Context: an optimization exercise on an open-source flow, tuned for small area. The choices shown serve that exercise and are no tape-out recipe.
Function was checked by simulation only, so behaviour that the tests miss may differ from the original.
No activity file was given, so power comes from the tool's default toggle rates.

### run.sh
#!/bin/bash
# synth_recipe.tcl (not shown) runs the flow's synth.tcl, then flattens the netlist and writes it again
# the make line also repeats each setting of config.mk as NAME=value (left out here)
make -C /OpenROAD-flow-scripts/flow DESIGN_CONFIG=/design/flow/config.mk WORK_HOME=/design/flow/orfs CLKGATE_MAP_FILE= SYNTH_SCRIPT=/design/flow/synth_recipe.tcl finish
### config.mk
export PLATFORM = sky130hd
export DESIGN_NAME = pe_operand_stage
export DESIGN_NICKNAME = pe_operand_stage
export VERILOG_FILES = /design/flow/design.v
export SDC_FILE = /design/flow/constraint.sdc
export NUM_CORES = 4
export LEC_CHECK = 0
export CAP_MARGIN = 20
export CORE_MARGIN = 2
export CORE_UTILIZATION = 40
export SLEW_MARGIN = 20
### constraint.sdc
create_clock -name core_clock -period 6.0 [get_ports {clk}]
set_input_delay 1.2000 -clock core_clock [delete_from_list [all_inputs] [get_ports {clk}]]
set_output_delay 1.2000 -clock core_clock [all_outputs]
set_load 0.01 [all_outputs]
### design.v
package pe_cfg_pkg;
    localparam int unsigned PE_DATA_WIDTH = 32;
    localparam logic [2:0] SEL_FB   = 3'd4;
    localparam logic [2:0] SEL_IMM  = 3'd5;
    localparam logic [2:0] SEL_ZERO = 3'd7;
    localparam logic [5:0] OP_NOP  = 6'h00;
    localparam logic [5:0] OP_ADD  = 6'h01;
    localparam logic [5:0] OP_SUB  = 6'h02;
    localparam logic [5:0] OP_AND  = 6'h03;
    localparam logic [5:0] OP_OR   = 6'h04;
    localparam logic [5:0] OP_XOR  = 6'h05;
    localparam logic [5:0] OP_MOVC = 6'h20;
    typedef struct packed {
        logic [5:0]               opcode;
        logic [2:0]               lhs_sel;
        logic [2:0]               rhs_sel;
        logic [2:0]               pred_sel;
        logic                     pred_en;
        logic [PE_DATA_WIDTH-1:0] imm;
    } pe_cfg_t;
    localparam int unsigned CFG_W = 6 + 3 + 3 + 3 + 1 + PE_DATA_WIDTH;
endpackage
module pe_context_mem #(
    parameter  int unsigned CONTEXT_DEPTH = 16,
    localparam int unsigned AW            = $clog2(CONTEXT_DEPTH)
) (
    input  logic          clk,
    input  logic          reset,
    input  logic          we,
    input  logic [AW-1:0] waddr,
    input  logic [pe_cfg_pkg::CFG_W-1:0] wdata,
    input  logic [CONTEXT_DEPTH-1:0] rsel,
    output logic [pe_cfg_pkg::CFG_W-1:0] rdata
);
    logic [CONTEXT_DEPTH-1:0][pe_cfg_pkg::CFG_W-1:0] mem;
    logic [CONTEXT_DEPTH-1:0]                        vld;
    for (genvar i = 0; i < CONTEXT_DEPTH; i++) begin : g_word
        always_ff @(posedge clk) begin
            if (we && waddr == AW'(i)) begin
                mem[i] <= wdata;
            end
        end
        always_ff @(posedge clk or posedge reset) begin
            if (reset) begin
                vld[i] <= 1'b0;
            end else if (we && waddr == AW'(i)) begin
                vld[i] <= 1'b1;
            end
        end
    end
    always_comb begin
        rdata = '0;
        for (int unsigned i = 0; i < CONTEXT_DEPTH; i++) begin
            rdata = rdata | (mem[i] & {pe_cfg_pkg::CFG_W{rsel[i] & vld[i]}});
        end
    end
endmodule
module pe_operand_stage #(
    parameter  int unsigned DATA_WIDTH    = 32,
    parameter  int unsigned N_IN          = 4,
    parameter  int unsigned CONTEXT_DEPTH = 16,
    localparam int unsigned AW            = $clog2(CONTEXT_DEPTH),
    localparam int unsigned IIW           = AW + 1,
    localparam int unsigned OW            = DATA_WIDTH + 1
) (
    input  logic                    clk,
    input  logic                    reset,
    input  logic                    run,
    input  logic                    stall,
    input  logic [IIW-1:0]          ii,
    input  logic                    cfg_we,
    input  logic [AW-1:0]           cfg_addr,
    input  logic [pe_cfg_pkg::CFG_W-1:0] cfg_data,
    input  logic [N_IN-1:0][OW-1:0] net_in,
    input  logic [DATA_WIDTH-1:0]   alu_fb,
    output logic [5:0]              alu_operation,
    output logic [OW-1:0]           alu_lhs,
    output logic [OW-1:0]           alu_rhs,
    output logic [OW-1:0]           alu_shift,
    output logic [DATA_WIDTH-1:0]   alu_predicate,
    output logic [AW-1:0]           ctx_ptr,
    output logic                    ctx_wrap
);
    logic                     issued;      
    logic                     issue_wrap;
    logic                     ptr_zero;    
    logic [AW-1:0]            issue_ptr;
    logic [CONTEXT_DEPTH-1:0] issue_oh;
    logic [IIW-1:0]           last;
    logic                     at_last;
    pe_cfg_pkg::pe_cfg_t      cur;
    logic [5:0]               lsel, rsel, psel;
    logic [OW-1:0]            lhs_op, rhs_op, pred_op;
    logic                     pred_true;
    logic [5:0]               op_eff;
    assign issued    = alu_shift[OW-1];
    assign ptr_zero  = !issued || issue_wrap;
    assign issue_ptr = ptr_zero ? '0 : ctx_ptr + 1'b1;
    always_comb begin
        issue_oh    = '0;
        issue_oh[0] = ptr_zero & run;
        for (int unsigned i = 1; i < CONTEXT_DEPTH; i++) begin
            issue_oh[i] = !ptr_zero && run && ctx_ptr == AW'(i - 1);
        end
    end
    pe_context_mem #(.CONTEXT_DEPTH(CONTEXT_DEPTH)) u_mem (
        .clk   (clk),
        .reset (reset),
        .we    (cfg_we),
        .waddr (cfg_addr),
        .wdata (cfg_data),
        .rsel  (issue_oh),
        .rdata (cur)
    );
    function automatic logic [5:0] dec(input logic [2:0] sel, input logic en);
        dec = '0;
        for (int unsigned k = 0; k < 6; k++) begin
            dec[k] = en && sel == 3'(k);
        end
    endfunction
    function automatic logic [OW-1:0] pick(input logic [5:0] s,
                                           input logic [N_IN-1:0][OW-1:0] net,
                                           input logic [DATA_WIDTH-1:0] fb,
                                           input logic [DATA_WIDTH-1:0] imm);
        logic [OW-1:0] v;
        v = '0;
        for (int unsigned k = 0; k < N_IN; k++) begin
            v = v | (net[k] & {OW{s[k]}});
        end
        v = v | ({1'b1, fb}  & {OW{s[N_IN]}});
        v = v | ({1'b1, imm} & {OW{s[N_IN+1]}});
        pick = v;
    endfunction
    localparam logic [IIW-1:0] II_DEPTH = CONTEXT_DEPTH;
    localparam logic [IIW-1:0] II_LAST  = CONTEXT_DEPTH - 1;
    always_comb begin
        last = '0;
        if (ii == '0)
            last = '0;
        else if (ii > II_DEPTH)
            last = II_LAST;
        else
            last = ii - 1'b1;
    end
    assign at_last   = {1'b0, issue_ptr} >= last;
    assign lsel      = dec(cur.lhs_sel,  run);
    assign rsel      = dec(cur.rhs_sel,  run);
    assign psel      = dec(cur.pred_sel, run);
    assign lhs_op    = pick(lsel, net_in, alu_fb, cur.imm);
    assign rhs_op    = pick(rsel, net_in, alu_fb, cur.imm);
    assign pred_op   = pick(psel, net_in, alu_fb, cur.imm);
    assign pred_true = pred_op[OW-1] & pred_op[0];
    assign op_eff = (cur.pred_en && !pred_true) ? pe_cfg_pkg::OP_NOP : cur.opcode;
    always_ff @(posedge clk or posedge reset) begin
        if (reset) begin
            issue_wrap    <= 1'b0;
            ctx_ptr       <= '0;
            ctx_wrap      <= 1'b0;
            alu_operation <= pe_cfg_pkg::OP_NOP;
            alu_lhs       <= '0;
            alu_rhs       <= '0;
            alu_shift     <= '0;
            alu_predicate <= '0;
        end else if (!stall) begin
            issue_wrap    <= run & at_last;
            ctx_ptr       <= run ? issue_ptr : '0;
            ctx_wrap      <= run & issue_wrap;
            alu_operation <= op_eff;
            alu_lhs       <= lhs_op;
            alu_rhs       <= rhs_op;
            alu_shift     <= {run, cur.imm};
            alu_predicate <= pred_op[DATA_WIDTH-1:0];
        end
    end
endmodule
==> flow_summary.yaml, run 1 <==
run_status:
  status: "timing/DRC/antenna clean"
critical_path:
  rrSetupSlack_ps: 1430
  critPathLaunchType: "flop"
  cp_num_cells: 10
  r2r_end: "alu_predicate[18]"
  end_kind: "flop"
  r2r_cells: 10
  critical_path.startpoint: "ctx_ptr[2]"
  cp_cell_sequence: "buf_4 > and3b_1 > and2_1 > buf_12 > a2111oi_0 > and3_1 > nand4_1 > mux2_2 > a21oi_1 > a2bb2oi_1"
  worstPathArrival_ps: 5130
  critPathKind: "flop to flop"
  critPathBufInv: 2
  crit_end: "alu_predicate[18]"
  required_ps: 6550
  crit_slowest_cell: "dfrtp_2"
  path_max_fanout: 39
  slowest_delay_ps: 870
  worstReg2RegStart: "ctx_ptr[2]"
  critPathTopFamily: "simple AND/OR/NAND/NOR gates"
power_and_ir_drop:
  p_per_area_nw_per_um2: 317
  p_comb_frac: 0.124
  netSwitchingFraction: 0.251
  leakage_nw: 16.2
  finalPower_mw: 15.0
  seq_power_share: 0.494
  ir_drop_mv: 0.233
  p_clk_frac: 0.382
  p_int_mw: 11.2
  p_sw_mw: 3.78
sta:
  fin_tns_setup_ps: 0
  setup_viol: 0
  hold_viol_final: 0
  min_period_over_period: 0.762
  max_slew_margin: 0.241
  final_max_slew_viol_count: 0
  finalWorstSetupSlack_ps: 1430
  fmax_mhz: 219
  finalCriticalPeriod_ps: 4570
  skew_ps: 30.8
  worst_pin_slew_ps: 1140
  rsz0062_at_grt: "no"
routing:
  via_per_inst: 6.39
  drt_first_pass_iters: 8
  num_vias: 28000
  drtAntennaViolNets: 0
  totalWireLength_um: 144000
  drtIter0Drc: 4228
  wl_per_cell_um: 32.7
  drc: 0
cells_and_area:
  post-route-cell-area_sq_um: 47300
  final_nets: 3264
  area_delta_synth_final_pct: 21.9
  drive_gt1_frac: 0.125
  nFillCells: 8163
  fin_cells: 4388
clocking:
  clockBufferDepth: 3
  cts.htree.levels: 3
  cts_repair_resize_count: 0
  path_clk_slew_ps: 70
  cts_buffers: 90
  cts_sinks: 927
  hold_buffers: 0
  clock_latency_ps: 680
  root_buffer: "clkbuf_16"
  cts_tree: "done"
  postCtsSetupRepairBufs: 0
global_route:
  grt_max_degree: 96
  grt_pass1_wl_um: 202000
  grt_overflow_total: 0
  antenna_found_initial: 19
  grt.total_usage: 0.281
  grt_pass1_vias: 27600
place:
  io_buffers: 367
  gp_congestion: 0.872
  dpl.hpwl_um: 89200
  placed_area_sq_um: 44400
  place_inst: 4212
  pre_cts_ws_ps: 1000
synth:
  synth-edff-count: 768
  yosys_warnings: 2
  ys_ff_latch: 927
  yosys-top-cells-area: "edfxtp_1, dfrtp_1, a22oi_1"
  synth.top_cell.area_share: 0.594
  netlist-cell-type-count: 77
  postSynth.asyncResetShare: 0.172
  synth_area_sq_um: 38800
  yosysSeqAreaShare: 0.696
  ys.flop_type: "edfxtp_1"
  synth_cells: 2663
  syn_area_per_cell_sq_um: 14.6
  yosys.area.top_type: "edfxtp_1"
die:
  coreArea_sq_um: 96400
  initial_core_util: 0.403
  die_w_um: 316
  num_rows: 114
  die-height_um: 316
  dieArea_sq_um: 99600
  ioPinCount: 368
run:
  drv_cap: 0
min_path:
  hold_class: "flop to flop"
## power groups by stage
| stage | clock [mW] | sequential, mW | combinational (mW) |
|---|---|---|---|
| after CTS | 5.78 | 7.42 | 1.84 |
| after global routing | 6.01 | 7.45 | 1.96 |
| after floorplan | 0 | 7.54 | 0.807 |
| after global placement | 0 | 7.55 | 1.81 |
| after detailed placement | 0 | 7.56 | 1.83 |
| final | 5.73 | 7.43 | 1.86 |
## flip-flops by register name, summed over array words and instances (netlist names)
name and cells:
alu_shift 33, issue_wrap 1, alu_rhs 33, u_mem.mem 768
u_mem.vld 16, ctx_wrap 1, alu_operation 6, alu_predicate 32
alu_lhs 33, ctx_ptr 4
## cell usage after synthesis (10+ instances only)
library cell,n
mux2_2,73
dfrtp_1,159
a21oi_1,104
a22oi_1,240
and2_1,18
buf_2,60
clkbuf_1,114
mux2i_1,133
buf_1,11
nand2b_1,24
nand2_1,106
nand3b_1,11
buf_4,10
nor3_1,14
nand3_1,69
or2_2,16
o22a_1,33
ha_1,10
o211ai_1,98
edfxtp_1,768
a211o_1,15
inv_1,12
o32ai_1,24
o21ai_0,60
nor2_1,136
o22ai_1,17
nand4_1,41
and3b_1,10
a2bb2oi_1,32
a222oi_1,44
a22o_1,39
and3_1,30
## metal layers
layer	share of wire	vias to the layer above	wire, um	GRT usage
li1	-	11500	-	-
met1	0.38	14300	55100	0.367
met2	0.46	1928	66400	0.449
met3	0.12	327	16600	0.0745
met4	0.037	20	5310	0.108
met5	0.00091	-	131	0
## how the worst min path moves through the flow
| stage | start | endpoint | slack, ps | cells after the start |
|---|---|---|---|---|
| after global placement | u_mem.vld[0] | u_mem.vld[0] | 450 | 1 |
| after detailed placement | u_mem.vld[0] | u_mem.vld[0] | 450 | 1 |
| after global routing | u_mem.vld[0] | u_mem.vld[0] | 490 | 1 |
| after floorplan | u_mem.vld[0] | u_mem.vld[0] | 430 | 1 |
| after CTS | u_mem.vld[0] | u_mem.vld[0] | 460 | 1 |
| final | u_mem.vld[0] | u_mem.vld[0] | 460 | 1 |
## cells by family (layout without fill, tap and decap cells)
group / Yosys count / count (layout) / synth area share
XOR/XNOR: 2 / 2 / 0.000451
AO/OA/AOI/OAI: 782 / 782 / 0.150
flip-flops: 927 / 927 / 0.696
adder cells (fa/ha/maj): 11 / 11 / 0.00348
multiplexers: 207 / 207 / 0.0558
AND/OR/NAND/NOR: 516 / 516 / 0.0687
other: 0 / 8 / 0
buffers and inverters: 218 / 659 / 0.0256
## area by class of cell
type | count | area (sq um) | share of cell area
Sequential cell | 927 | 27000 | 0.571
Multi-Input combinational cell | 1518 | 11000 | 0.233
Timing Repair Buffer | 477 | 4660 | 0.0984
Clock buffer | 109 | 2400 | 0.0506
Tap cell | 1276 | 1600 | 0.0337
Clock inverter | 59 | 552 | 0.0117
Inverter | 14 | 60.1 | 0.00127
Antenna cell | 8 | 20.0 | 0.000423
## per-stage QoR
step | hold WS, ps | utilization
CTS | 462 | 0.491
floorplan | 430 | -
finish | 459 | 0.491
detailed placement | 448 | 0.460
global placement | 450 | 0.460
global route | 488 | 0.491
## placed cells by master (no fill, tap or decap), types with 44 or more instances in the layout
master and n:
a21oi_1 104, a222oi_1 44, a22oi_1 240, buf_4 98
clkbuf_16 93, clkdlybuf4s50_1 366, dfrtp_1 157, edfxtp_1 768
mux2_2 73, mux2i_1 133, nand2_1 106, nand3_1 67
nor2_1 123, o211ai_1 98, o21ai_0 60
==> inputs of run 2 (changes only) <==
--- a/design.v
+++ b/design.v
@@ -50,8 +50,64 @@
     end
-    always_comb begin
-        rdata = '0;
-        for (int unsigned i = 0; i < CONTEXT_DEPTH; i++) begin
-            rdata = rdata | (mem[i] & {pe_cfg_pkg::CFG_W{rsel[i] & vld[i]}});
-        end
-    end
+    logic [CONTEXT_DEPTH-1:0] rs;
+    assign rs = rsel & vld;
+    for (genvar b = 0; b < pe_cfg_pkg::CFG_W; b++) begin : g_rd
+        logic [CONTEXT_DEPTH-1:0] col;
+        for (genvar i = 0; i < CONTEXT_DEPTH; i++) begin : g_col
+            assign col[i] = mem[i][b];
+        end
+        pe_sel_or16 u_rd (.s(rs), .d(col), .y(rdata[b]));
+    end
+endmodule
+module pe_sel_or #(
+    parameter int unsigned N = 16
+) (
+    input  logic [N-1:0] s,
+    input  logic [N-1:0] d,
+    output logic         y
+);
+    assign y = |(s & d);
+endmodule
+module pe_sel_or16 (
+    input  logic [15:0] s,
+    input  logic [15:0] d,
+    output logic        y
+);
+    logic [5:0] g;
+    for (genvar i = 0; i < 5; i++) begin : g_grp
+        pe_aoi3 u_g (.s(s[3*i +: 3]), .d(d[3*i +: 3]), .y(g[i]));
+    end
+    assign g[5] = ~(s[15] & d[15]);
+    pe_nand6 u_n (.a(g), .y(y));
+endmodule
+module pe_aoi3 (
+    input  logic [2:0] s,
+    input  logic [2:0] d,
+    output logic       y
+);
+    assign y = ~|(s & d);
+endmodule
+module pe_nand6 (
+    input  logic [5:0] a,
+    output logic       y
+);
+    assign y = ~&a;
+endmodule
+module pe_sel_or7 (
+    input  logic [6:0] s,
+    input  logic [6:0] d,
+    output logic       y
+);
+    logic [2:0] g;
+    pe_aoi3 u_g0 (.s(s[2:0]), .d(d[2:0]), .y(g[0]));
+    pe_aoi3 u_g1 (.s(s[5:3]), .d(d[5:3]), .y(g[1]));
+    assign g[2] = ~(s[6] & d[6]);
+    assign y    = ~&g;
+endmodule
+module pe_ao21 (
+    input  logic a,
+    input  logic b,
+    input  logic c,
+    output logic y
+);
+    assign y = (a & b) | c;
 endmodule
@@ -95,2 +151,3 @@
     logic [5:0]               op_eff;
+    logic [DATA_WIDTH-1:0]    shift_d;
     assign issued    = alu_shift[OW-1];
@@ -100,5 +157,5 @@
         issue_oh    = '0;
-        issue_oh[0] = ptr_zero & run;
+        issue_oh[0] = ptr_zero && run && !stall;
         for (int unsigned i = 1; i < CONTEXT_DEPTH; i++) begin
-            issue_oh[i] = !ptr_zero && run && ctx_ptr == AW'(i - 1);
+            issue_oh[i] = !ptr_zero && run && !stall && ctx_ptr == AW'(i - 1);
         end
@@ -120,14 +177,11 @@
     endfunction
-    function automatic logic [OW-1:0] pick(input logic [5:0] s,
-                                           input logic [N_IN-1:0][OW-1:0] net,
-                                           input logic [DATA_WIDTH-1:0] fb,
-                                           input logic [DATA_WIDTH-1:0] imm);
-        logic [OW-1:0] v;
-        v = '0;
-        for (int unsigned k = 0; k < N_IN; k++) begin
-            v = v | (net[k] & {OW{s[k]}});
-        end
-        v = v | ({1'b1, fb}  & {OW{s[N_IN]}});
-        v = v | ({1'b1, imm} & {OW{s[N_IN+1]}});
-        pick = v;
+    function automatic logic [5:0] src(input int unsigned b,
+                                       input logic [N_IN-1:0][OW-1:0] net,
+                                       input logic [DATA_WIDTH-1:0] fb,
+                                       input logic [DATA_WIDTH-1:0] imm);
+        logic [5:0] v;
+        for (int unsigned k = 0; k < N_IN; k++) v[k] = net[k][b];
+        v[N_IN]     = (b == DATA_WIDTH) ? 1'b1 : fb[b];
+        v[N_IN + 1] = (b == DATA_WIDTH) ? 1'b1 : imm[b];
+        src = v;
     endfunction
@@ -145,10 +199,32 @@
     assign at_last   = {1'b0, issue_ptr} >= last;
-    assign lsel      = dec(cur.lhs_sel,  run);
-    assign rsel      = dec(cur.rhs_sel,  run);
-    assign psel      = dec(cur.pred_sel, run);
-    assign lhs_op    = pick(lsel, net_in, alu_fb, cur.imm);
-    assign rhs_op    = pick(rsel, net_in, alu_fb, cur.imm);
-    assign pred_op   = pick(psel, net_in, alu_fb, cur.imm);
+    assign lsel      = dec(cur.lhs_sel,  run & !stall);
+    assign rsel      = dec(cur.rhs_sel,  run & !stall);
+    assign psel      = dec(cur.pred_sel, run & !stall);
+    for (genvar b = 0; b < OW; b++) begin : g_op
+        pe_sel_or7 u_l (.s({stall, lsel}), .d({alu_lhs[b], src(b, net_in, alu_fb, cur.imm)}), .y(lhs_op[b]));
+        pe_sel_or7 u_r (.s({stall, rsel}), .d({alu_rhs[b], src(b, net_in, alu_fb, cur.imm)}), .y(rhs_op[b]));
+        if (b < DATA_WIDTH) begin : g_p
+            pe_sel_or7 u_p (.s({stall, psel}), .d({alu_predicate[b], src(b, net_in, alu_fb, cur.imm)}), .y(pred_op[b]));
+        end else begin : g_p32
+            pe_sel_or #(.N(6)) u_p (.s(psel), .d(src(b, net_in, alu_fb, cur.imm)), .y(pred_op[b]));
+        end
+    end
     assign pred_true = pred_op[OW-1] & pred_op[0];
     assign op_eff = (cur.pred_en && !pred_true) ? pe_cfg_pkg::OP_NOP : cur.opcode;
+    for (genvar b = 0; b < DATA_WIDTH; b++) begin : g_sh
+        pe_ao21 u_sh (.a(stall), .b(alu_shift[b]), .c(cur.imm[b]), .y(shift_d[b]));
+    end
+    always_ff @(posedge clk or posedge reset) begin
+        if (reset) begin
+            alu_shift[DATA_WIDTH-1:0] <= '0;
+            alu_lhs       <= '0;
+            alu_rhs       <= '0;
+            alu_predicate <= '0;
+        end else begin
+            alu_shift[DATA_WIDTH-1:0] <= shift_d;
+            alu_lhs       <= lhs_op;
+            alu_rhs       <= rhs_op;
+            alu_predicate <= pred_op[DATA_WIDTH-1:0];
+        end
+    end
     always_ff @(posedge clk or posedge reset) begin
@@ -159,6 +235,3 @@
             alu_operation <= pe_cfg_pkg::OP_NOP;
-            alu_lhs       <= '0;
-            alu_rhs       <= '0;
-            alu_shift     <= '0;
-            alu_predicate <= '0;
+            alu_shift[OW-1] <= 1'b0;
         end else if (!stall) begin
@@ -168,8 +241,5 @@
             alu_operation <= op_eff;
-            alu_lhs       <= lhs_op;
-            alu_rhs       <= rhs_op;
-            alu_shift     <= {run, cur.imm};
-            alu_predicate <= pred_op[DATA_WIDTH-1:0];
-        end
-    end
-endmodule
+            alu_shift[OW-1] <= run;
+        end
+    end
+endmodule
==> flow/run.sh (new file) <==
#!/bin/bash
# Layout flow: the standard ORFS flow (standard.sh, unchanged synthesis)
# with these layout knobs:
#  - port buffers use the smallest buffer cell (buf_1) instead of the
#    default pick;
#  - clock tree built from clkbuf_4/clkbuf_8 without dummy loads;
#  - power recovery (downsizing of gates on paths with slack) after global
#    routing.
# All of make's output (each ORFS step also keeps its own log under
# orfs/logs) goes to standard.log in this folder.
set -euo pipefail
bash standard.sh \
  "BUFFER_PORTS_ARGS=-buffer_cell sky130_fd_sc_hd__buf_1" \
  "CTS_ARGS=-sink_clustering_enable -repair_clock_nets -buf_list {sky130_fd_sc_hd__clkbuf_4 sky130_fd_sc_hd__clkbuf_8} -dont_use_dummy_load" \
  RECOVER_POWER=100 \
  finish > standard.log 2>&1
==> standard.sh (new file) <==
#!/bin/bash
# synth_recipe.tcl (not shown) runs the flow's synth.tcl, then flattens the netlist and writes it again
# the make line also repeats each setting of config.mk as NAME=value (left out here)
make -C /OpenROAD-flow-scripts/flow DESIGN_CONFIG=/design/flow/config.mk WORK_HOME=/design/flow/orfs CLKGATE_MAP_FILE= SYNTH_SCRIPT=/design/flow/synth_recipe.tcl "${@:-finish}"
--- a/config.mk
+++ b/config.mk
@@ -11 +11,3 @@
 export SLEW_MARGIN = 20
+export SYNTH_HIERARCHICAL = 1
+export SYNTH_MINIMUM_KEEP_SIZE = 0
removed: run.sh
==> run 2 against run 1 <==
Effect of this change: the layout now fails its checks (capacitance limit, slew limit); clock power down 23%; clock skew up 53 ps; setup slack worse by 610 ps; cell area down 15%; flip-flop and latch count unchanged; synthesized cell count down 27%; count of clock-buffer cells in the layout up 43; sequential share of layout area up 10 points; non-clock buffer count down 29; via count down 13%; combinational power down 57%; routed wire length down 18%; critical path type is now input pin to flop.
==> flow_summary.yaml, run 2 <==
critical_path:
  crit_end: "alu_rhs[3]"
  r2r_cells: 12
  critPathLaunchType: "input pin"
  critical_path.startpoint: "run"
  required_ps: 6650
  critPathKind: "input pin to flop"
  worstReg2RegStart: "alu_shift[32]"
  rrSetupSlack_ps: 880
  worstPathArrival_ps: 5840
  path_max_fanout: 17
  r2r_end: "alu_rhs[3]"
  end_kind: "flop"
die:
  num_rows: 107
  initial_core_util: 0.405
  ioPinCount: 368
  coreArea_sq_um: 85400
  die_w_um: 298
  die-height_um: 298
  dieArea_sq_um: 88800
synth:
  synth_adder_area_share: 0.00391
  synth-edff-count: 768
  ys.flop_type: "edfxtp_1"
  post-synth-top-count-cell: "edfxtp_1"
  ys_ff_latch: 927
  yosys-top-cells-count: "edfxtp_1, a222oi_1, nand2_1"
  synth_compound_area_frac: 0.143
  yosys.area_share.xor_xnor: 0.000506
  synth_area_sq_um: 34600
  synthMuxAreaShare: 0
  postSynth.asyncResetShare: 0.172
  synth_cells: 1931
  synth_top_family_by_area: "compound AO/OA/AOI/OAI gates"
  yosys-top-cells-area: "edfxtp_1, a222oi_1, dfrtp_1"
  yosys_warnings: 8
  netlist-cell-type-count: 44
  synth.top_cell.area_share: 0.667
  synth-simple-area-share: 0.0683
  syn_area_per_cell_sq_um: 17.9
  yosys.area.top_type: "edfxtp_1"
  yosysSeqAreaShare: 0.782
cells_and_area:
  layout_commonest_cell: "edfxtp_1"
  final_nets: 2764
  area_delta_synth_final_pct: 16.3
  top_register: "u_mem.mem"
  final_cell_mix: "edfxtp_1, a222oi_1, buf_1"
  drive_gt1_frac: 0.102
  nFillCells: 7460
  largest_register_ffs: 768
  fin_cells: 3675
run:
  drv_cap: 25
sta:
  setup_viol: 0
  fmax_mhz: 193
  skew_ps: 84.0
  final_max_slew_viol_count: 691
  finalCriticalPeriod_ps: 5190
  min_period_over_period: 0.864
  worst_pin_slew_ps: 4120
  rsz0062_at_grt: "no"
  timing.hold.ws_ps: 472
  hold_viol_final: 0
  max_slew_margin: -1.75
  fin_tns_setup_ps: 0
place:
  gp_congestion: 0.911
  place_inst: 3517
  dpl.hpwl_um: 71600
  io_buffers: 367
routing:
  drtAntennaViolNets: 0
  drc: 0
  num_vias: 24500
  drtIter0Drc: 4998
  drt_first_pass_iters: 14
  wl_per_cell_um: 31.9
  totalWireLength_um: 117000
  via_per_inst: 6.66
power_and_ir_drop:
  p_per_area_nw_per_um2: 312
  ir_drop_mv: 0.193
  leakage_nw: 13.3
clocking:
  path_clk_slew_ps: 50
  clockBufferDepth: 3
  cts_sinks: 927
  clock_latency_ps: 810
  cts_buffers: 152
  cts.htree.levels: 4
  cts_tree: "done"
  postCtsSetupRepairBufs: 0
  cts_repair_resize_count: 0
  hold_buffers: 0
  root_buffer: "clkbuf_8"
run_status:
  violations: "capacitance limit, slew limit"
  status: "failed layout checks"
global_route:
  antenna_found_initial: 8
  grt_pass1_vias: 25000
  grt_overflow_total: 0
  grt_max_degree: 74
  grt.total_usage: 0.258
  grt_pass1_wl_um: 168000
min_path:
  hold_class: "flop to flop"
## run 2: cells by family after synthesis
group	Yosys count
fa+ha+maj	11
compound gates	513
other cells	1
simple gates	458
xor+xnor	2
buf+inv	19
flops	927
## run 2: worst min path at each step
stage	startpoint	end	slack, ps	depth (start not counted)
after floorplan	u_mem.vld[0]	u_mem.vld[0]	430	1
after global placement	u_mem.vld[0]	u_mem.vld[0]	460	1
after global routing	u_mem.vld[0]	u_mem.vld[0]	480	1
final	alu_shift[26]	alu_shift[26]	470	1
after detailed placement	u_mem.vld[0]	u_mem.vld[0]	450	1
after CTS	u_mem.vld[0]	u_mem.vld[0]	470	1
## run 2: metrics by stage
stage / worst slack (ps) / power, mW / instance area (sq um) / util
2_1_floorplan: 93.9 / 7.78 / 34600 / -
3_3_place_gp: 963 / 8.23 / 38300 / 0.449
3_5_place_dp: 803 / 8.26 / 38300 / 0.449
4_1_cts: 1510 / 12.6 / 40400 / 0.473
5_1_grt: 671 / 13.0 / 40200 / 0.471
6_report: 813 / 12.5 / 40200 / 0.471
## run 2: power breakdown
group	internal [mW]	total, mW	switching [mW]
Combinational	0.233	0.792	0.560
Clock	2.22	4.40	2.18
Sequential	7.23	7.35	0.118
Total	9.69	12.5	2.86
## run 2: layout make-up
| class | instances | area, sq um | share of cell area |
|---|---|---|---|
| diodes | 5 | 12.5 | 0.000311 |
| clock buffers | 152 | 2090 | 0.0520 |
| inverters | 9 | 35.0 | 0.000871 |
| multi-input cells | 990 | 7640 | 0.190 |
| flip-flops and latches | 927 | 27000 | 0.672 |
| well taps | 1144 | 1430 | 0.0356 |
| repair buffers | 448 | 1970 | 0.0491 |
## run 2: per-layer routing
| layer | vias to the layer above | part of all wire | GRT usage |
|---|---|---|---|
| met5 | - | 0.00038 | 0 |
| met4 | 6 | 0.036 | 0.111 |
| met3 | 332 | 0.11 | 0.0640 |
| met2 | 1906 | 0.48 | 0.420 |
| met1 | 12300 | 0.37 | 0.328 |
| li1 | 9911 | - | - |
## run 2: Yosys stat by module (local to each module, per instance), excerpt
module	copies in the design	flip-flops and latches	cells	area, sq um
pe_ao21	32	0	1	7.51
pe_nand6	48	0	2	13.8
pe_operand_stage	1	143	274	4430
pe_sel_or16	48	0	1	3.75
pe_sel_or7	98	0	2	8.76
pe_aoi3	436	0	1	10.0
## run 2: critical path, stage by stage
cell and delay [ps]:
buf_1 100, nand3b_1 250, nor4_1 140, and2_0 170, and2_0 290, buf_4 290, a222oi_1 540, and4_1 320
nand3_1 190, nor4_2 600, clkbuf_1 1230, a222oi_1 330, nand3_1 170
==> inputs of run 3 (changes only) <==
==> flow/run.sh (replaced) <==
#!/bin/bash
# Layout flow: the standard ORFS flow (standard.sh, unchanged synthesis)
# with these layout knobs:
#  - port buffers use the smallest buffer cell (buf_1) instead of the
#    default pick;
#  - clock tree built from clkbuf_4/clkbuf_8 without dummy loads, with
#    clusters of up to 18 registers.
# All of make's output (each ORFS step also keeps its own log under
# orfs/logs) goes to standard.log in this folder.
set -euo pipefail
bash standard.sh \
  "BUFFER_PORTS_ARGS=-buffer_cell sky130_fd_sc_hd__buf_1" \
  "CTS_ARGS=-sink_clustering_enable -repair_clock_nets -buf_list {sky130_fd_sc_hd__clkbuf_4 sky130_fd_sc_hd__clkbuf_8} -dont_use_dummy_load -sink_clustering_size 18 -sink_clustering_max_diameter 60" \
  finish > standard.log 2>&1
==> run 3 against run 2 <==
Effect of this change: the run now finishes clean; sequential share of layout area rose by 1.6 points; routed wire length fell by 1.0%; utilization fell by 1.1 points; cell area fell by 2.3%; synthesized cell count did not move; first-iteration DRC count fell by 6.8%; via count fell by 2.3%; die area did not move; setup slack improved by 620 ps; combinational power rose by 0.9%; cell count fell by 2.3%; critical endpoint is now alu_operation[2].
==> flow_summary.yaml, run 3 <==
cells_and_area:
  layout_commonest_cell: "edfxtp_1"
  top_register: "u_mem.mem"
  final_cell_mix: "edfxtp_1, a222oi_1, buf_1"
  area_delta_synth_final_pct: 13.6
  drive_gt1_frac: 0.0851
  final_util: 0.460
  fin_cells: 3589
  largest_register_ffs: 768
  final_nets: 2681
synth:
  post-synth-top-count-cell: "edfxtp_1"
  ys_ff_latch: 927
  synth_area_sq_um: 34600
  syn_area_per_cell_sq_um: 17.9
  ys.flop_type: "edfxtp_1"
  synth-edff-count: 768
  postSynth.asyncResetShare: 0.172
  netlist-cell-type-count: 44
  synth_cells: 1931
  yosys.area.top_type: "edfxtp_1"
  synth.top_cell.area_share: 0.667
  yosys-top-cells-count: "edfxtp_1, a222oi_1, nand2_1"
  yosys_warnings: 8
  yosys-top-cells-area: "edfxtp_1, a222oi_1, dfrtp_1"
  yosysSeqAreaShare: 0.782
routing:
  wl_per_cell_um: 32.4
  drt_first_pass_iters: 14
  drtAntennaViolNets: 0
  drc: 0
  drtIter0Drc: 4656
  num_vias: 23900
  totalWireLength_um: 116000
  via_per_inst: 6.67
place:
  io_buffers: 367
  gp_congestion: 0.911
  place_inst: 3517
  dpl.hpwl_um: 71600
critical_path:
  critPathLaunchType: "flop"
  required_ps: 6630
  critPathKind: "flop to flop"
  end_kind: "flop"
  critPathBufInv: 2
  path_max_fanout: 20
  rrSetupSlack_ps: 1440
  r2r_end: "alu_operation[2]"
  r2r_cells: 14
  crit_slowest_cell: "nor4_4"
  critPathTopFamily: "simple AND/OR/NAND/NOR gates"
  slowest_delay_ps: 710
  worstReg2RegStart: "ctx_ptr[0]"
  critical_path.startpoint: "ctx_ptr[0]"
  worstPathArrival_ps: 5190
  cp_cell_sequence: "inv_1 > ha_1 > and2_1 > and2_2 > buf_4 > a222oi_1 > and4_1 > nand3_1 > nor4_4 > a222oi_1 > nand3_1 > nand2_1 > a21oi_1 > a22o_1"
die:
  num_rows: 107
  ioPinCount: 368
  die_w_um: 298
  die-height_um: 298
  dieArea_sq_um: 88800
  initial_core_util: 0.405
  coreArea_sq_um: 85400
clocking:
  cts_sinks: 927
  cts.htree.levels: 3
  postCtsSetupRepairBufs: 0
  clockBufferDepth: 3
  root_buffer: "clkbuf_8"
  hold_buffers: 0
  cts_tree: "done"
  cts_buffers: 69
  cts_repair_resize_count: 0
  path_clk_slew_ps: 110
  clock_latency_ps: 720
sta:
  final_max_slew_viol_count: 0
  max_slew_margin: 0.346
  hold_viol_final: 0
  setup_viol: 0
  timing.hold.ws_ps: 476
  skew_ps: 88.4
  rsz0062_at_grt: "no"
  finalCriticalPeriod_ps: 4560
  worst_pin_slew_ps: 978
  min_period_over_period: 0.761
  fmax_mhz: 219
  fin_tns_setup_ps: 0
min_path:
  min-delay-start: "alu_shift[3]"
  hold_depth: 1
  holdPathEnd: "alu_shift[3]"
  hold_class: "flop to flop"
global_route:
  top_usage_layer: "met2"
  grtUsageMet2: 0.419
  gr-usage-met3: 0.0538
  grt_overflow_total: 0
  grt_max_degree: 74
  grt_pass1_vias: 24300
  antenna_found_initial: 6
  gr-usage-met1: 0.331
  grt_pass1_wl_um: 166000
  grt.total_usage: 0.254
power_and_ir_drop:
  leakage_nw: 12.8
  ir_drop_mv: 0.141
  p_per_area_nw_per_um2: 282
  finalPower_mw: 11.1
run_status:
  status: "timing/DRC/antenna clean"
run:
  drv_cap: 0
## run 3: cell types whose count changed in the layout (fill, tap and decap cells not counted), moves of 7 or more
cell | before | now
buf_1 | 318 | 366
buf_4 | 53 | 75
clkbuf_1 | 64 | 0
clkbuf_2 | 7 | 0
clkbuf_8 | 152 | 69
nor2_1 | 23 | 8
nor2_4 | 3 | 18
## run 3: layout make-up
class                   count  area (sq um)
inverters                   9          38.8
fillers                  7497         46100
diodes                      2          5.00
well taps                1144          1430
multi-input cells         990          7770
clock buffers              69           950
repair buffers            448          2060
flip-flops and latches    927         27000
## run 3: metrics by stage
stage               setup WS, ps  area [sq um]
global route                1120         39300
floorplan                   93.9         34600
finish                      1440         39300
detailed placement           803         38300
CTS                         1500         39300
global placement             963         38300
## run 3: report_power, final
part / total (mW) / internal, mW / switching (mW)
combinational: 0.799 / 0.236 / 0.563
sequential: 7.33 / 7.21 / 0.117
clock: 2.94 / 1.04 / 1.90
total: 11.1 / 8.48 / 2.58
## run 3: worst max-delay path by stage
| stage | endpoint | slack [ps] | cells after the start |
|---|---|---|---|
| detailed placement | alu_operation[2] | 800 | 15 |
| global placement | alu_lhs[32] | 960 | 12 |
| floorplan | alu_lhs[0] | 90 | 10 |
| CTS | alu_operation[2] | 1500 | 14 |
| finish | alu_operation[2] | 1440 | 14 |
| global route | alu_operation[2] | 1120 | 15 |
## run 3: logic make-up after synthesis
logic type	after synthesis	share of synthesized area
AO/OA/AOI/OAI	513	0.143
XOR/XNOR	2	0.000507
adder cells (fa/ha/maj)	11	0.00391
buffers and inverters	19	0.00239
flip-flops	927	0.782
other	1	0.000108
AND/OR/NAND/NOR	458	0.0683
## run 3: per-layer routing
metal / vias up / routed length [um]
li1: 9750 / -
met1: 12200 / 43600
met2: 1689 / 55400
met3: 325 / 12700
met4: 6 / 4350
met5: - / 42
## run 3: per-module statistics from Yosys (local to each module, per instance), excerpt
module / cell area (sq um) / flip-flops and latches / times used / cells
pe_ao21: 7.51 / 0 / 32 / 1
pe_sel_or7: 8.76 / 0 / 98 / 2
pe_nand6: 13.8 / 0 / 48 / 2
pe_sel_or16: 3.75 / 0 / 48 / 1
pe_aoi3: 10.0 / 0 / 436 / 1
pe_operand_stage: 4430 / 143 / 1 / 274
==> inputs of run 4 (changes only) <==
--- a/config.mk
+++ b/config.mk
@@ -7,6 +7,6 @@
 export LEC_CHECK = 0
-export CAP_MARGIN = 20
+export CAP_MARGIN = 5
 export CORE_MARGIN = 2
 export CORE_UTILIZATION = 40
-export SLEW_MARGIN = 20
+export SLEW_MARGIN = 5
 export SYNTH_HIERARCHICAL = 1
==> run 4 against run 3 <==
Effect of this change: still clean on timing, DRC and antenna; setup slack better by 26 ps; sequential share of layout area about the same; power about the same; via count up 0.56%; cell area about the same; maximum frequency up 0.58%; flip-flop and latch count unchanged; synthesized cell count unchanged; cell count about the same; worst hold slack better by 1.8 ps; count of clock-buffer cells in the layout unchanged; largest cell class unchanged.
==> flow_summary.yaml, run 4 <==
run_status:
  status: "timing/DRC/antenna clean"
die:
  die-height_um: 298
  ioPinCount: 368
  die_w_um: 298
  num_rows: 107
  coreArea_sq_um: 85400
  initial_core_util: 0.405
  dieArea_sq_um: 88800
clocking:
  postCtsSetupRepairBufs: 0
  clock_latency_ps: 730
  cts_repair_resize_count: 0
  cts_tree: "done"
  hold_buffers: 0
  cts_sinks: 927
  root_buffer: "clkbuf_8"
  clockBufferDepth: 3
  cts.htree.levels: 3
  path_clk_slew_ps: 110
  cts_buffers: 69
cells_and_area:
  fin_cells: 3588
  layout_commonest_cell: "edfxtp_1"
  final_util: 0.460
  final_nets: 2680
  nFillCells: 7499
  final_cell_mix: "edfxtp_1, a222oi_1, buf_1"
  area_delta_synth_final_pct: 13.6
  largest_register_ffs: 768
  top_register: "u_mem.mem"
  drive_gt1_frac: 0.0848
synth:
  synth_area_sq_um: 34600
  ys_ff_latch: 927
  yosys_warnings: 8
  synth.top_cell.area_share: 0.667
  netlist-cell-type-count: 44
  ys.flop_type: "edfxtp_1"
  yosysSeqAreaShare: 0.782
  yosys.area.top_type: "edfxtp_1"
  syn_area_per_cell_sq_um: 17.9
  synth-edff-count: 768
  yosys-top-cells-area: "edfxtp_1, a222oi_1, dfrtp_1"
  yosys-top-cells-count: "edfxtp_1, a222oi_1, nand2_1"
  postSynth.asyncResetShare: 0.172
  post-synth-top-count-cell: "edfxtp_1"
  synth_cells: 1931
global_route:
  grt_max_degree: 74
  antenna_found_initial: 6
  grt_pass1_vias: 24300
  grt_pass1_wl_um: 166000
  grt.total_usage: 0.254
  grt_overflow_total: 0
place:
  place_inst: 3517
  dpl.hpwl_um: 71600
  io_buffers: 367
  pre_cts_ws_ps: 803
  gp_congestion: 0.911
routing:
  via_per_inst: 6.71
  drt_first_pass_iters: 14
  wl_per_cell_um: 32.4
  met2_length_um: 55400
  top_layer: "met5"
  wl_met3_um: 12700
  drc: 0
  drtAntennaViolNets: 0
  num_vias: 24100
  totalWireLength_um: 116000
  routedLengthMet1_um: 43700
  drtIter0Drc: 4520
sta:
  final_max_slew_viol_count: 0
  max_slew_margin: 0.209
  timing.hold.ws_ps: 477
  setup_viol: 0
  rsz0062_at_grt: "no"
  skew_ps: 93.2
  fin_tns_setup_ps: 0
  min_period_over_period: 0.756
  hold_viol_final: 0
  worst_pin_slew_ps: 1180
  fmax_mhz: 220
  finalWorstSetupSlack_ps: 1460
  finalCriticalPeriod_ps: 4540
run:
  drv_cap: 0
critical_path:
  critPathTopFamily: "simple AND/OR/NAND/NOR gates"
  cp_cell_sequence: "inv_1 > ha_1 > and2_1 > and2_2 > buf_4 > a222oi_1 > and4_1 > nand3_1 > nor4_4 > a222oi_1 > nand3_1 > nand2_1 > a21oi_1 > a22o_1"
  critPathKind: "flop to flop"
  worstPathArrival_ps: 5170
  crit_slowest_cell: "nor4_4"
  path_max_fanout: 20
  critPathBufInv: 2
  required_ps: 6630
  slowest_delay_ps: 700
  critPathLaunchType: "flop"
  end_kind: "flop"
power_and_ir_drop:
  leakage_nw: 12.8
  p_per_area_nw_per_um2: 282
  ir_drop_mv: 0.140
min_path:
  hold_class: "flop to flop"
==> run 4: cell counts after synthesis <==
No cell type changed its count.
==> run 4: layout make-up <==
class | count | area, sq um | area share
Antenna cell | 2 | 5.00 | 0.000127
Clock buffer | 69 | 950 | 0.0242
Inverter | 9 | 38.8 | 0.000987
Multi-Input combinational cell | 990 | 7770 | 0.198
Sequential cell | 927 | 27000 | 0.688
Tap cell | 1144 | 1430 | 0.0364
Timing Repair Buffer | 447 | 2040 | 0.0520
==> run 4: path summary, 6_finish.rpt <==
check | startpoint | endpoint | slack, ps | cells after the start
worst max-delay path | ctx_ptr[0] | alu_operation[2] | 1460 | 14
max in group asynchronous | reset | alu_shift[3] | 4340 | 3
worst min-delay path | alu_shift[3] | alu_shift[3] | 480 | 1
min in group asynchronous | reset | ctx_ptr[3] | 640 | 2
worst max register to register | ctx_ptr[0] | alu_operation[2] | 1460 | 14
worst min register to register | alu_shift[3] | alu_shift[3] | 480 | 1
==> run 4: layer usage <==
layer	global-route usage	vias up
li1	-	9749
met1	0.331	12200
met2	0.419	1733
met3	0.0538	328
met4	0.0919	6
met5	0	-
==> run 4: logic make-up (layout without fill, tap and decap cells) <==
group                      count (synthesis)  count (layout)  synth area share
DFF                                      927             927             0.782
adders and majority gates                 11              11           0.00391
AOI/OAI and AO/OA                        513             513             0.143
buffers and inverters                     19             525           0.00239
and+or+nand+nor                          458             458            0.0683
other                                      1               8          0.000108
xor gates and xnor gates                   2               2          0.000507
==> run 4: metrics by stage <==
step / area, sq um / total power [mW]
after floorplan: 34600 / 7.78
after detailed placement: 38300 / 8.26
after CTS: 39300 / 11.1
after global placement: 38300 / 8.23
after global routing: 39300 / 11.4
final: 39300 / 11.1
==> run 4: worst register-to-register path, stage by stage (launching register included) <==
cell and delay (ps):
dfrtp_1 510, inv_1 130, ha_1 300, and2_1 160, and2_2 210, buf_4 230, a222oi_1 380, and4_1 320
nand3_1 380, nor4_4 700, a222oi_1 240, nand3_1 140, nand2_1 120, a21oi_1 460, a22o_1 220
==> run 4: per-module statistics from Yosys (local to each module, per instance), excerpt <==
module | cells | area, sq um | flip-flops and latches | times used
pe_aoi3 | 1 | 10.0 | 0 | 436
pe_sel_or7 | 2 | 8.76 | 0 | 98
pe_nand6 | 2 | 13.8 | 0 | 48
pe_operand_stage | 274 | 4430 | 143 | 1
pe_ao21 | 1 | 7.51 | 0 | 32
pe_sel_or16 | 1 | 3.75 | 0 | 48
==> run 4: power breakdown <==
group          internal (mW)  switching, mW
logic                  0.236          0.564
registers               7.21          0.118
clock network           1.04           1.91
total                   8.48           2.59
==> inputs of run 5 (changes only) <==
--- a/config.mk
+++ b/config.mk
@@ -9,3 +9,3 @@
 export CORE_MARGIN = 2
-export CORE_UTILIZATION = 40
+export CORE_UTILIZATION = 60
 export SLEW_MARGIN = 5
==> run 5 against run 4 <==
Effect of this change: die area fell by 33%; critical endpoint is now alu_operation[3]; first-iteration DRC count is 19% higher; sequential share of layout area up 0.88 points; clock skew shrank 35 ps; still clean; non-clock buffer count increased by 7; highest routed layer unchanged.
==> flow_summary.yaml, run 5 <==
run_status:
  status: "timing/DRC/antenna clean"
power_and_ir_drop:
  p_sw_mw: 2.53
  ir_drop_mv: 0.240
  seq_power_share: 0.668
  leakage_nw: 12.8
  p_comb_frac: 0.072
  p_clk_frac: 0.260
  p_per_area_nw_per_um2: 283
  netSwitchingFraction: 0.231
  finalPower_mw: 11.0
  p_int_mw: 8.44
clocking:
  cts_repair_resize_count: 0
  root_buffer: "clkbuf_8"
  hold_buffers: 0
  clockBufferDepth: 3
  cts_sinks: 927
  cts_buffers: 66
  cts_tree: "done"
  postCtsSetupRepairBufs: 0
  clock_latency_ps: 700
  cts.htree.levels: 3
  path_clk_slew_ps: 100
synth:
  ys.flop_type: "edfxtp_1"
  yosys.area.top_type: "edfxtp_1"
  yosys-top-cells-count: "edfxtp_1, a222oi_1, nand2_1"
  yosys.area_share.xor_xnor: 0.000506
  ys_ff_latch: 927
  synth_cells: 1931
  synth_top_family_by_area: "compound AO/OA/AOI/OAI gates"
  synth_compound_area_frac: 0.143
  synth_area_sq_um: 34600
  synthMuxAreaShare: 0
  synth_adder_area_share: 0.00391
  synth.top_cell.area_share: 0.667
  yosysSeqAreaShare: 0.782
  syn_area_per_cell_sq_um: 17.9
  netlist-cell-type-count: 44
  yosys-top-cells-area: "edfxtp_1, a222oi_1, dfrtp_1"
  post-synth-top-count-cell: "edfxtp_1"
  postSynth.asyncResetShare: 0.172
  synth-edff-count: 768
  synth-simple-area-share: 0.0683
  yosys_warnings: 8
global_route:
  grt.total_usage: 0.363
  grt_pass1_vias: 23700
  grt_max_degree: 84
  grt_overflow_total: 0
  antenna_found_initial: 8
  grt_pass1_wl_um: 157000
critical_path:
  worstPathArrival_ps: 5780
  end_kind: "flop"
  r2r_end: "alu_operation[3]"
  required_ps: 6620
  critPathKind: "input pin to flop"
  r2r_cells: 14
  worstReg2RegStart: "ctx_ptr[2]"
  critPathLaunchType: "input pin"
  path_max_fanout: 33
  rrSetupSlack_ps: 1030
routing:
  drc: 0
  totalWireLength_um: 109000
  wl_per_cell_um: 34.0
  num_vias: 24200
  drtIter0Drc: 5376
  drt_first_pass_iters: 17
  drtAntennaViolNets: 0
  via_per_inst: 7.53
run:
  drv_cap: 0
cells_and_area:
  final_nets: 2684
  drive_gt1_frac: 0.0863
  final_util: 0.676
  top_register: "u_mem.mem"
  fin_cells: 3215
  layout_commonest_cell: "edfxtp_1"
  post-route-cell-area_sq_um: 38800
  final_cell_mix: "edfxtp_1, a222oi_1, buf_1"
  largest_register_ffs: 768
  area_delta_synth_final_pct: 12.1
sta:
  hold_viol_final: 0
  finalWorstSetupSlack_ps: 839
  fmax_mhz: 194
  setup_viol: 0
  worst_pin_slew_ps: 1280
  fin_tns_setup_ps: 0
  min_period_over_period: 0.860
  timing.hold.ws_ps: 483
  skew_ps: 57.8
  finalCriticalPeriod_ps: 5160
  rsz0062_at_grt: "no"
  final_max_slew_viol_count: 0
  max_slew_margin: 0.145
place:
  dpl.hpwl_um: 67300
  place_inst: 3145
  gp_congestion: 0.972
  io_buffers: 367
  placed_area_sq_um: 37900
  pre_cts_ws_ps: 409
die:
  coreArea_sq_um: 57400
  dieArea_sq_um: 59600
  die_w_um: 244
  die-height_um: 244
  num_rows: 88
  initial_core_util: 0.603
  ioPinCount: 368
min_path:
  min-delay-start: "alu_shift[20]"
  hold_class: "flop to flop"
  hold_depth: 1
  holdPathEnd: "alu_shift[20]"
run 5: cell count changes in the layout (fill, tap and decap cells not counted):
cell / previous run / this run
clkbuf_8: 69 / 66
buf_12: 5 / 2
diode_2: 2 / 4
buf_4: 75 / 85
run 5: per-layer routing:
metal,vias to the layer above,track usage,part of all wire
met5,-,0,0.00055
met1,12200,0.505,0.37
li1,9749,-,-
met4,10,0.128,0.029
met2,2004,0.571,0.47
met3,272,0.0851,0.13
run 5: cell type report:
class	count	area, sq um
clock buffer	66	908
fill	3998	18600
sequential	927	27000
timing repair buffer	454	2060
antenna	4	10.0
tap	765	957
inverter	9	38.8
multi-input combinational	990	7770
run 5: logic make-up after synthesis:
logic type | Yosys count
buf+inv | 19
fa+ha+maj | 11
simple gates | 458
xor+xnor | 2
flops | 927
other cells | 1
compound gates | 513
run 5: worst max-delay path, cell delays in order:
cell and delay [ps]:
buf_1 200, nand3b_4 160, nor4_1 330, and2_1 180
and2_2 640, a222oi_1 180, and4_1 230, nand3_1 360
and4b_2 1070, a222oi_1 220, nand3_1 140, nand2_1 80
a21oi_1 390, buf_4 240, a22o_1 130
run 5: worst max-delay path by stage:
stage / from / end / slack (ps)
5_1_grt: run / alu_operation[2] / 770
3_3_place_gp: run / alu_operation[1] / 450
2_1_floorplan: stall / alu_lhs[0] / 90
3_5_place_dp: run / alu_operation[0] / 410
6_report: run / alu_operation[3] / 840
4_1_cts: run / alu_operation[0] / 1120
run 5: power groups by stage:
stage                     logic (mW)  registers [mW]  clock network (mW)
after detailed placement       0.778            7.47                   0
final                          0.793            7.33                2.85
after floorplan                0.288            7.49                   0
after global routing           0.851            7.35                3.10
after CTS                      0.780            7.32                2.88
after global placement         0.759            7.46                   0
run 5: per-module statistics from Yosys, one instance, submodules excluded, excerpt:
module / area, sq um / flops+latches
pe_ao21: 7.51 / 0
pe_aoi3: 10.0 / 0
pe_nand6: 13.8 / 0
pe_operand_stage: 4430 / 143
pe_sel_or16: 3.75 / 0
pe_sel_or7: 8.76 / 0
==> inputs of run 6 (changes only) <==
==> run.sh (new file) <==
#!/bin/bash
# synth_recipe.tcl (not shown) runs the flow's synth.tcl, then flattens the netlist and writes it again
# the make line also repeats each setting of config.mk as NAME=value (left out here)
make -C /OpenROAD-flow-scripts/flow DESIGN_CONFIG=/design/flow/config.mk WORK_HOME=/design/flow/orfs CLKGATE_MAP_FILE= SYNTH_SCRIPT=/design/flow/synth_recipe.tcl finish
--- a/config.mk
+++ b/config.mk
@@ -7,6 +7,9 @@
 export LEC_CHECK = 0
-export CAP_MARGIN = 5
+export CAP_MARGIN = 20
 export CORE_MARGIN = 2
-export CORE_UTILIZATION = 60
-export SLEW_MARGIN = 5
+export CORE_UTILIZATION = 40
+export CTS_BUF_LIST = sky130_fd_sc_hd__clkbuf_4 sky130_fd_sc_hd__clkbuf_8
+export CTS_CLUSTER_DIAMETER = 60
+export CTS_CLUSTER_SIZE = 18
+export SLEW_MARGIN = 20
 export SYNTH_HIERARCHICAL = 1
removed: flow/run.sh
removed: standard.sh
==> run 6 against run 5 <==
Effect of this change: still clean; utilization fell by 18 points; combinational power rose by 31%; power rose by 9.7%; setup slack improved by 87 ps; synthesized cell count did not move; global-route usage fell by 11 points.
==> flow_summary.yaml, run 6 <==
synth:
  synth-edff-count: 768
  synth_area_sq_um: 34600
  yosys_warnings: 8
  yosys.area.top_type: "edfxtp_1"
  netlist-cell-type-count: 44
  synth_cells: 1931
  syn_area_per_cell_sq_um: 17.9
  post-synth-top-count-cell: "edfxtp_1"
  ys_ff_latch: 927
  yosysSeqAreaShare: 0.782
  postSynth.asyncResetShare: 0.172
  ys.flop_type: "edfxtp_1"
  yosys-top-cells-count: "edfxtp_1, a222oi_1, nand2_1"
  yosys-top-cells-area: "edfxtp_1, a222oi_1, dfrtp_1"
  synth.top_cell.area_share: 0.667
critical_path:
  critPathLaunchType: "input pin"
  worstPathArrival_ps: 5680
  critPathKind: "input pin to flop"
  path_max_fanout: 28
  slowest_delay_ps: 1090
  worstReg2RegStart: "ctx_ptr[1]"
  critPathBufInv: 3
  cp_cell_sequence: "clkdlybuf4s50_1 > nand3b_4 > nor4_1 > and2_1 > and2_2 > buf_4 > a222oi_1 > and4_1 > nand3_1 > nor4_2 > buf_4 > a222oi_1 > nand3_1"
  end_kind: "flop"
  critPathTopFamily: "simple AND/OR/NAND/NOR gates"
  required_ps: 6610
  critical_path.startpoint: "run"
  crit_slowest_cell: "nor4_2"
cells_and_area:
  largest_register_ffs: 768
  area_delta_synth_final_pct: 22.1
  drive_gt1_frac: 0.106
  final_nets: 2690
  final_cell_mix: "edfxtp_1, a222oi_1, clkdlybuf4s50_1"
  final_util: 0.494
  post-route-cell-area_sq_um: 42200
  nFillCells: 7129
  ff_latch_area_sq_um: 27000
  layout_commonest_cell: "edfxtp_1"
  multiInputGateArea_sq_um: 7770
  top_register: "u_mem.mem"
routing:
  num_vias: 24100
  drtAntennaViolNets: 0
  drt_first_pass_iters: 14
  drc: 0
  wl_per_cell_um: 31.3
  drtIter0Drc: 4671
  totalWireLength_um: 114000
  via_per_inst: 6.59
place:
  placed_area_sq_um: 40700
  gp_congestion: 0.885
  dpl.hpwl_um: 72600
  pre_cts_ws_ps: 486
  io_buffers: 367
die:
  dieArea_sq_um: 88800
  coreArea_sq_um: 85400
  initial_core_util: 0.405
  die_w_um: 298
  ioPinCount: 368
  num_rows: 107
  die-height_um: 298
sta:
  setup_viol: 0
  finalWorstSetupSlack_ps: 926
  max_slew_margin: 0.212
  hold_viol_final: 0
  finalCriticalPeriod_ps: 5070
  rsz0062_at_grt: "no"
  final_max_slew_viol_count: 0
  timing.hold.ws_ps: 480
  worst_pin_slew_ps: 1170
  fmax_mhz: 197
  skew_ps: 36.1
  fin_tns_setup_ps: 0
  min_period_over_period: 0.846
clocking:
  cts.htree.levels: 3
  path_clk_slew_ps: 100
  cts_tree: "done"
  root_buffer: "clkbuf_8"
  postCtsSetupRepairBufs: 0
  hold_buffers: 0
  clock_latency_ps: 700
  cts_sinks: 927
  cts_repair_resize_count: 0
  cts_buffers: 72
  clockBufferDepth: 3
global_route:
  grt.total_usage: 0.249
  antenna_found_initial: 4
  grt_pass1_wl_um: 165000
  grt_overflow_total: 0
  grt_max_degree: 76
  grt_pass1_vias: 24200
run:
  drv_cap: 0
power_and_ir_drop:
  ir_drop_mv: 0.144
  leakage_nw: 14.1
  p_per_area_nw_per_um2: 285
min_path:
  hold_class: "flop to flop"
  min-delay-start: "u_mem.vld[15]"
run_status:
  status: "timing/DRC/antenna clean"
run 6: cell families after synthesis:
group	synth area share
other	0.000108
buffers and inverters	0.00239
AO/OA/AOI/OAI	0.143
adder cells (fa/ha/maj)	0.00391
XOR/XNOR	0.000507
AND/OR/NAND/NOR	0.0683
flip-flops	0.782
run 6: metrics by stage:
stage               power (mW)  std cells
finish                    12.0       3654
global route              12.4       3652
CTS                       12.1       3651
detailed placement        8.50       3524
global placement          8.47       3522
floorplan                 7.78       1936
run 6: final timing paths:
| path | endpoint | slack [ps] | cells after the start |
|---|---|---|---|
| setup / recovery | alu_lhs[9] | 930 | 13 |
| hold / removal | u_mem.vld[15] | 480 | 1 |
| setup reg to reg | alu_lhs[9] | 1370 | 12 |
| hold reg to reg | u_mem.vld[15] | 480 | 1 |
| max in group asynchronous | alu_operation[4] | 3880 | 3 |
| min in group asynchronous | issue_wrap | 990 | 2 |
run 6: worst register-to-register path: cells and delay by family, from the launching register on:
| kind | cells | cell delay [ps] |
|---|---|---|
| buffers and inverters | 3 | 1020 |
| AOI/OAI and AO/OA | 2 | 530 |
| DFF | 1 | 490 |
| and+or+nand+nor | 6 | 2290 |
| adders and majority gates | 1 | 240 |
run 6: final cells by class:
| cell class | instances | area share |
|---|---|---|
| Inverter | 9 | 0.000919 |
| Sequential cell | 927 | 0.640 |
| Timing Repair Buffer | 454 | 0.104 |
| Antenna cell | 3 | 0.000178 |
| Multi-Input combinational cell | 990 | 0.184 |
| Clock inverter | 34 | 0.00824 |
| Clock buffer | 93 | 0.0281 |
| Tap cell | 1144 | 0.0339 |
run 6: where the power goes:
group	internal, mW	switching (mW)	total, mW	leakage (nW)
Clock	1.50	2.17	3.67	0.796
Sequential	7.21	0.118	7.33	8.98
Combinational	0.475	0.565	1.04	4.29
Total	9.18	2.85	12.0	14.1
run 6: metal layers:
| metal | share of wire | vias up | global-route usage |
|---|---|---|---|
| met1 | 0.39 | 12200 | 0.336 |
| met4 | 0.030 | 4 | 0.0854 |
| met5 | 0.00024 | - | 0 |
| li1 | - | 9834 | - |
| met3 | 0.11 | 266 | 0.0517 |
| met2 | 0.47 | 1733 | 0.404 |
run 6: per-module statistics from Yosys (local to each module, per instance), a selection:
module | cells | flops+latches
pe_ao21 | 1 | 0
pe_aoi3 | 1 | 0
pe_nand6 | 2 | 0
pe_operand_stage | 274 | 143
pe_sel_or16 | 1 | 0
pe_sel_or7 | 2 | 0

## port drivers added, routing unchanged
How much do the figures lean on ideal ports? The routed layouts below were timed once more, with nothing changed but the port constraints.
Step 1, drivers: a clkbuf_16 drives clk and a buf_2 each remaining input, both assumed.
Step 2 adds t to the input delays and takes it off the output delays; t is the mean of the earliest and latest rising clock arrival at the registers after step 1. Input paths then give back, and output paths get back, about the clock's delay inside the block.
a / b / c = ideal / step 1 / step 2; a / b = the first two.
run | t, ns | slack for setup (ns) | worst slew at a driven data input, ns | pins driven straight from the clock port
run 1 | 0.742 | 1.426 / 1.426 / 1.001 | 0.30 | 1
run 2 | 0.827 | 0.813 / 0.838 / 0.011 | 0.17 | 1
run 3 | 0.729 | 1.436 / 1.436 / 0.739 | 0.16 | 1
run 4 | 0.732 | 1.462 / 1.462 / 0.756 | 0.16 | 1
run 5 | 0.728 | 0.839 / 0.872 / 0.144 | 0.12 | 1
run 6 | 0.744 | 0.926 / 0.960 / 0.217 | 0.17 | 1
The setup slack of run 2, which loses most, moves by +0.025 ns with the drivers and by -0.802 ns with both steps.
